Source: an optimization exercise on an open RTL-to-GDS flow (aim: a short achievable clock period and few clock cycles). Production flows keep margins and buffers that such runs may drop.
At most, simulation tests tie the RTL to the original design; equivalence was not proved.
No driver is modelled on the clock port, so clock power and skew are understated where the tree is cut down; a real chip needs a root buffer or a tree.
Power and IR drop assume default switching activity.

==> flow/design.v (excerpt) <==
module arm_fire_controller_core #(
    parameter int PHASE_BITS = afc_pkg::PHASE_BITS_DEF,
    parameter int LEVEL_BITS = afc_pkg::LEVEL_BITS_DEF
) (
    input  wire logic                            i_clk,
    input  wire logic                            i_rst_n,
    input  wire logic                            i_cfg_valid,
    output logic                                 o_cfg_ready,
    input  wire logic [afc_pkg::CFG_IDX_W-1:0]   i_cfg_index,
    input  wire logic [afc_pkg::CFG_DATA_W-1:0]  i_cfg_data,
    input  wire logic                            i_s_tvalid,
    output logic                                 o_s_tready,
    input  wire logic [afc_pkg::IN_DATA_W-1:0]   i_s_tdata,
    output logic                                 o_m_tvalid,
    input  wire logic                            i_m_tready,
    output logic [afc_pkg::OUT_DATA_W-1:0]       o_m_tdata,
    output logic                                 o_m_tlast
);
    localparam int FAW = 4;              
    localparam int FD  = 1 << FAW;       
    localparam int CAP = FD;             
    assign o_cfg_ready = 1'b1;
    logic        r_rst;                  
    logic        r_rdy;
    logic        r_in_v;
    logic [1:0]  r_in_d;
    logic        r_cfg_v;
    logic [2:0]  r_cfg_idx;
    logic [15:0] r_cfg_d;
    always_ff @(posedge i_clk) begin
        r_rst     <= !i_rst_n;
        r_in_v    <= i_s_tvalid && r_rdy && i_rst_n;
        r_in_d    <= i_s_tdata[1:0];
        r_cfg_v   <= i_cfg_valid && i_rst_n;
        r_cfg_idx <= i_cfg_index;
        r_cfg_d   <= i_cfg_data;
    end
    assign o_s_tready = r_rdy_o;
    logic [15:0] r_st_m1, r_fi_m1, r_deb;
    logic        r_st_z, r_fi_z, r_deb_max;
    logic [9:0]  r_bl_m1;
    logic        r_bl_z;
  ...
clock: 15.0 ns
lec_check: 0
abc_clock_period_in_ps: 2500
cap_margin: 20
core_margin: 2
core_utilization: 55
place_density: 0.72
slew_margin: 20
synth_hierarchical: 1
standard.sh (not shown) runs the stock make flow with config.mk's settings and CLKGATE_MAP_FILE= SYNTH_SCRIPT=/design/flow/synth_recipe.tcl, a recipe that flattens the netlist after the stock synthesis.
==> flow/flow/run.sh <==
#!/bin/bash
set -euo pipefail
HERE=$(pwd)
MARGIN=${MARGIN:-11.55}
export AFC_ROOT_CELL=sky130_fd_sc_hd__inv_16
export AFC_LEAF_CELL=sky130_fd_sc_hd__inv_16
export AFC_LEAF_SIZE=24
export AFC_ROOTS=4
bash standard.sh SETUP_SLACK_MARGIN=$MARGIN POST_CTS_TCL=$HERE/flow/cts_post.tcl \
  PRE_CTS_TCL=$HERE/flow/place_out.tcl finish > make_finish.log 2>&1
==> flow/flow/cts_post.tcl <==
set block [ord::get_db_block]
set db [ord::get_db]
set clk_port_net [$block findNet i_clk]
set root_cell [expr {[info exists ::env(AFC_ROOT_CELL)] ? $::env(AFC_ROOT_CELL) : "sky130_fd_sc_hd__clkbuf_16"}]
set leaf_cell [expr {[info exists ::env(AFC_LEAF_CELL)] ? $::env(AFC_LEAF_CELL) : "sky130_fd_sc_hd__clkbuf_16"}]
set root_master [$db findMaster $root_cell]
set leaf_master [$db findMaster $leaf_cell]
proc in_pin {inst} {
  foreach it [$inst getITerms] {
    if {[$it getIoType] eq "INPUT" && [[$it getMTerm] getSigType] eq "SIGNAL"} { return $it }
  }
}
proc out_pin {inst} {
  foreach it [$inst getITerms] {
    if {[$it getIoType] eq "OUTPUT"} { return $it }
  }
}
set leaf_size [expr {[info exists ::env(AFC_LEAF_SIZE)] ? $::env(AFC_LEAF_SIZE) : 24}]
set n_roots [expr {[info exists ::env(AFC_ROOTS)] ? $::env(AFC_ROOTS) : 4}]

# walk the old tree
set sinks {}
set old_insts {}
set old_nets {}
set todo [list $clk_port_net]
while {[llength $todo]} {
  set net [lindex $todo 0]
  set todo [lrange $todo 1 end]
  foreach it [$net getITerms] {
    if {![$it isInputSignal] && [$it getIoType] ne "INPUT"} { continue }
    set inst [$it getInst]
    set m [$inst getMaster]
    if {[$m isSequential]} {
      lappend sinks $it
    } else {
      lappend old_insts $inst
      foreach ot [$inst getITerms] {
        if {[$ot getIoType] eq "OUTPUT" && [$ot getNet] ne "NULL"} {
          lappend todo [$ot getNet]
          lappend old_nets [$ot getNet]
        }
      }
    }
  }
}
puts "afc_cts: [llength $sinks] sinks, removing [llength $old_insts] cells and [llength $old_nets] nets"
foreach it $sinks { $it disconnect }
foreach inst $old_insts { odb::dbInst_destroy $inst }
foreach net $old_nets { odb::dbNet_destroy $net }

# sink positions
set pts {}
foreach it $sinks {
  set bb [[$it getInst] getBBox]
  lappend pts [list [expr {([$bb xMin] + [$bb xMax]) / 2.0}] [expr {([$bb yMin] + [$bb yMax]) / 2.0}]]
}

# recursive bisection into n groups of (nearly) equal size, cutting the
# longer side of each group's bounding box
proc bisect {items n} {
  if {$n <= 1} { return [list $items] }
  set xs {}; set ys {}
  foreach it $items { lappend xs [lindex $it 1]; lappend ys [lindex $it 2] }
  set xs [lsort -real $xs]; set ys [lsort -real $ys]
  set axis [expr {([lindex $xs end] - [lindex $xs 0]) >= ([lindex $ys end] - [lindex $ys 0]) ? 1 : 2}]
  set sorted [lsort -real -index $axis $items]
  set n1 [expr {$n / 2}]
  set h [expr {int(round([llength $sorted] * double($n1) / $n))}]
  return [concat [bisect [lrange $sorted 0 [expr {$h - 1}]] $n1] \
                 [bisect [lrange $sorted $h end] [expr {$n - $n1}]]]
}
proc centre {items} {
  set sx 0.0; set sy 0.0
  foreach it $items { set sx [expr {$sx + [lindex $it 1]}]; set sy [expr {$sy + [lindex $it 2]}] }
  set n [llength $items]
  return [list [expr {$sx / $n}] [expr {$sy / $n}]]
}
set items {}
set i 0
foreach p $pts { lappend items [list $i [lindex $p 0] [lindex $p 1]]; incr i }
# leaves: a multiple of the root count, at most leaf_size sinks each; the
# first cuts of the bisection then give each root its own block of leaves
set per_root [expr {int(ceil([llength $sinks] / double($leaf_size * $n_roots)))}]
set n_leaf [expr {$per_root * $n_roots}]
set groups {}
foreach rg [bisect $items $n_roots] {
  set groups [concat $groups [bisect $rg $per_root]]
}
set leaf_of [lrepeat [llength $sinks] 0]
set leaf_c {}
set root_of {}
set l 0
foreach g $groups {
  foreach it $g { lset leaf_of [lindex $it 0] $l }
  lappend leaf_c [centre $g]
  lappend root_of [expr {$l / $per_root}]
  incr l
}
set root_c {}
for {set r 0} {$r < $n_roots} {incr r} {
  set sx 0.0; set sy 0.0; set n 0
  foreach c $leaf_c ro $root_of {
    if {$ro == $r} { set sx [expr {$sx + [lindex $c 0]}]; set sy [expr {$sy + [lindex $c 1]}]; incr n }
  }
  lappend root_c [list [expr {$sx / $n}] [expr {$sy / $n}]]
}

proc place_at {inst x y} {
  set m [$inst getMaster]
  set w [$m getWidth]; set h [$m getHeight]
  $inst setLocation [expr {int($x - $w / 2)}] [expr {int($y - $h / 2)}]
  $inst setPlacementStatus PLACED
}

set root_nets {}
for {set r 0} {$r < $n_roots} {incr r} {
  set inst [odb::dbInst_create $block $root_master "afc_clkroot_$r"]
  set net [odb::dbNet_create $block "afc_clknet_root_$r"]
  $net setSigType CLOCK
  [in_pin $inst] connect $clk_port_net
  [out_pin $inst] connect $net
  lassign [lindex $root_c $r] x y
  place_at $inst $x $y
  lappend root_nets $net
}
set leaf_nets {}
for {set l 0} {$l < $n_leaf} {incr l} {
  set inst [odb::dbInst_create $block $leaf_master "afc_clkleaf_$l"]
  set net [odb::dbNet_create $block "afc_clknet_leaf_$l"]
  $net setSigType CLOCK
  [in_pin $inst] connect [lindex $root_nets [lindex $root_of $l]]
  [out_pin $inst] connect $net
  lassign [lindex $leaf_c $l] x y
  place_at $inst $x $y
  lappend leaf_nets $net
}
foreach it $sinks a $leaf_of {
  $it connect [lindex $leaf_nets $a]
}
$clk_port_net setSigType CLOCK
puts "afc_cts: $n_roots root and $n_leaf leaf buffers"

detailed_placement
set_propagated_clock [all_clocks]
estimate_parasitics -placement
report_clock_latency
if {[llength [info procs repair_timing_helper]]} {
  repair_timing_helper
  detailed_placement
  check_placement -verbose
}
Other scripts of this flow, unchanged in this note and not shown: flow/flow/place_out.tcl
Testbench counts at the start, summed over its fixed seeds: cycles 41,111.
Next try:
--- a/flow/flow/run.sh
+++ b/flow/flow/run.sh
@@ -4 +4 @@
-MARGIN=${MARGIN:-11.55}
+MARGIN=${MARGIN:-11.4}
- CORE_UTILIZATION: 55 -> 65
- PLACE_DENSITY: 0.72 -> 0.8
Outcome:
- The changed run ran to the end with no violations
- sequential cell count does not change
- synthesized cell count stays the same
- total power stays flat
- final cell count went down by 4.6%
Next try:
- CORE_UTILIZATION: 65 -> 55
- PLACE_DENSITY: 0.8 -> 0.72
Worst setup slack hardly moves.
Area after synthesis does not change.
Utilization went down by 9.9 points.
Total power stays flat.
Sequential share of layout area went down by 0.34 points.
Routed wire length went down by about 4.6%.
Sequential power barely changes.
Next try:
--- a/flow/flow/run.sh
+++ b/flow/flow/run.sh
@@ -6,2 +6,2 @@
-export AFC_LEAF_CELL=sky130_fd_sc_hd__inv_16
-export AFC_LEAF_SIZE=24
+export AFC_LEAF_CELL=sky130_fd_sc_hd__clkinv_16
+export AFC_LEAF_SIZE=32
=> The changed run finished with timing, DRC and antenna clean. Via count decreases by 0.68%. Synthesized cell count stays the same. Clock skew decreases by 3.2 ps. Sequential share of layout area barely changes. Cell count barely changes. Wire length barely changes. Core utilization barely changes. Combinational power is about the same. Sequential power is about the same. Worst setup slack improves by 27 ps. Global-route usage barely changes.
Next try:
--- a/flow/flow/run.sh
+++ b/flow/flow/run.sh
@@ -4 +4 @@
-MARGIN=${MARGIN:-11.4}
+MARGIN=${MARGIN:-11.6}
After rerunning: Combinational power goes up slightly; via count is about the same; area after synthesis stays the same; design area goes up slightly; power hardly moves; setup slack got worse by 11 ps.
In every run of this note, the design's own scripts or RTL, not TritonCTS, make the clock network.

---

## garnet
arm_fire_controller_core, a different RTL version from the one above (not shown whole).
Size: about 930 flip-flops, about 52 I/O pins, roughly 41000 um^2 of cells after synthesis.
Settings: LEC_CHECK=0, CAP_MARGIN=20, CORE_MARGIN=2, CORE_UTILIZATION=40, SLEW_MARGIN=20; clock period 15.0 ns.
run.sh (not shown) runs the stock make flow with config.mk's settings and CLKGATE_MAP_FILE= SYNTH_SCRIPT=/design/flow/synth_recipe.tcl, a recipe that flattens the netlist after the stock synthesis.
Stock flow here: none of the scripts above is used.
The following lists how quartz was set up differently from garnet:
==> flow/flow/run.sh (new file) <==
#!/bin/bash
set -euo pipefail
MARGIN=${MARGIN:-11.2}
bash standard.sh SETUP_SLACK_MARGIN=$MARGIN finish > make_finish.log 2>&1
==> flow/standard.sh (new file) <==
#!/bin/bash
# synth_recipe.tcl (not shown) runs the flow's synth.tcl, then flattens the netlist and writes it again
# the make line also repeats each setting of config.mk as NAME=value (left out here)
make -C /OpenROAD-flow-scripts/flow DESIGN_CONFIG=/design/flow/config.mk WORK_HOME=/design/flow/orfs CLKGATE_MAP_FILE= SYNTH_SCRIPT=/design/flow/synth_recipe.tcl "${@:-finish}"
removed: flow/run.sh
==> results.txt <==
- Compare quartz and garnet | buffer count excluding the clock tree in the final layout higher: quartz
- ~same net switching component of the power in quartz and garnet
- On share of the core filled with cells in the final layout: quartz sits above garnet.
- The global-route usage was comparable across quartz and garnet.
- [compare] base=garnet new=quartz: total wire length saw an increase; maximum frequency saw an increase; total number of vias saw an increase; number of antenna violations at the first check in global routing saw an increase.
No functional check of the RTL was part of any run of this note.

## static timing again, ports no longer ideal
In the flow no input, the clock included, has a driving cell. The finished layouts below were timed again as built, in two steps. Step 1 assumes that a clkbuf_16 drives the clock port and a buf_2 every other input. Step 2 also shifts input and output timing later by t, the mid clock arrival at the registers, as if the neighbouring blocks saw the same clock. Slacks: ideal ports / drivers / drivers and shift; pairs: ideal ports / drivers.
| run | t, ns | slack for setup (ns) | clock arrival spread, ns | cell pins on the clock port's net |
|---|---|---|---|---|
| the first run of note 1 | 0.436 | 11.355 / 11.117 / 11.221 | 0.016 / 0.016 | 4 |
| the second run of note 1 | 0.431 | 11.362 / 11.127 / 11.155 | 0.020 / 0.021 | 4 |
| the third run of note 1 | 0.431 | 11.361 / 11.128 / 11.195 | 0.014 / 0.015 | 4 |
| the fourth run of note 1 | 0.404 | 11.387 / 11.155 / 11.194 | 0.014 / 0.014 | 4 |
| the fifth run of note 1 | 0.408 | 11.376 / 11.142 / 11.220 | 0.017 / 0.017 | 4 |
| garnet | 0.720 | 10.276 / 10.209 / 9.755 | 0.042 / 0.043 | 1 |
| quartz | 0.716 | 10.657 / 10.588 / 10.618 | 0.031 / 0.031 | 1 |
After both steps setup and hold are still met in every run listed. The setup slack of garnet, which loses most, moves by -0.067 ns with the drivers and by -0.521 ns with both steps.
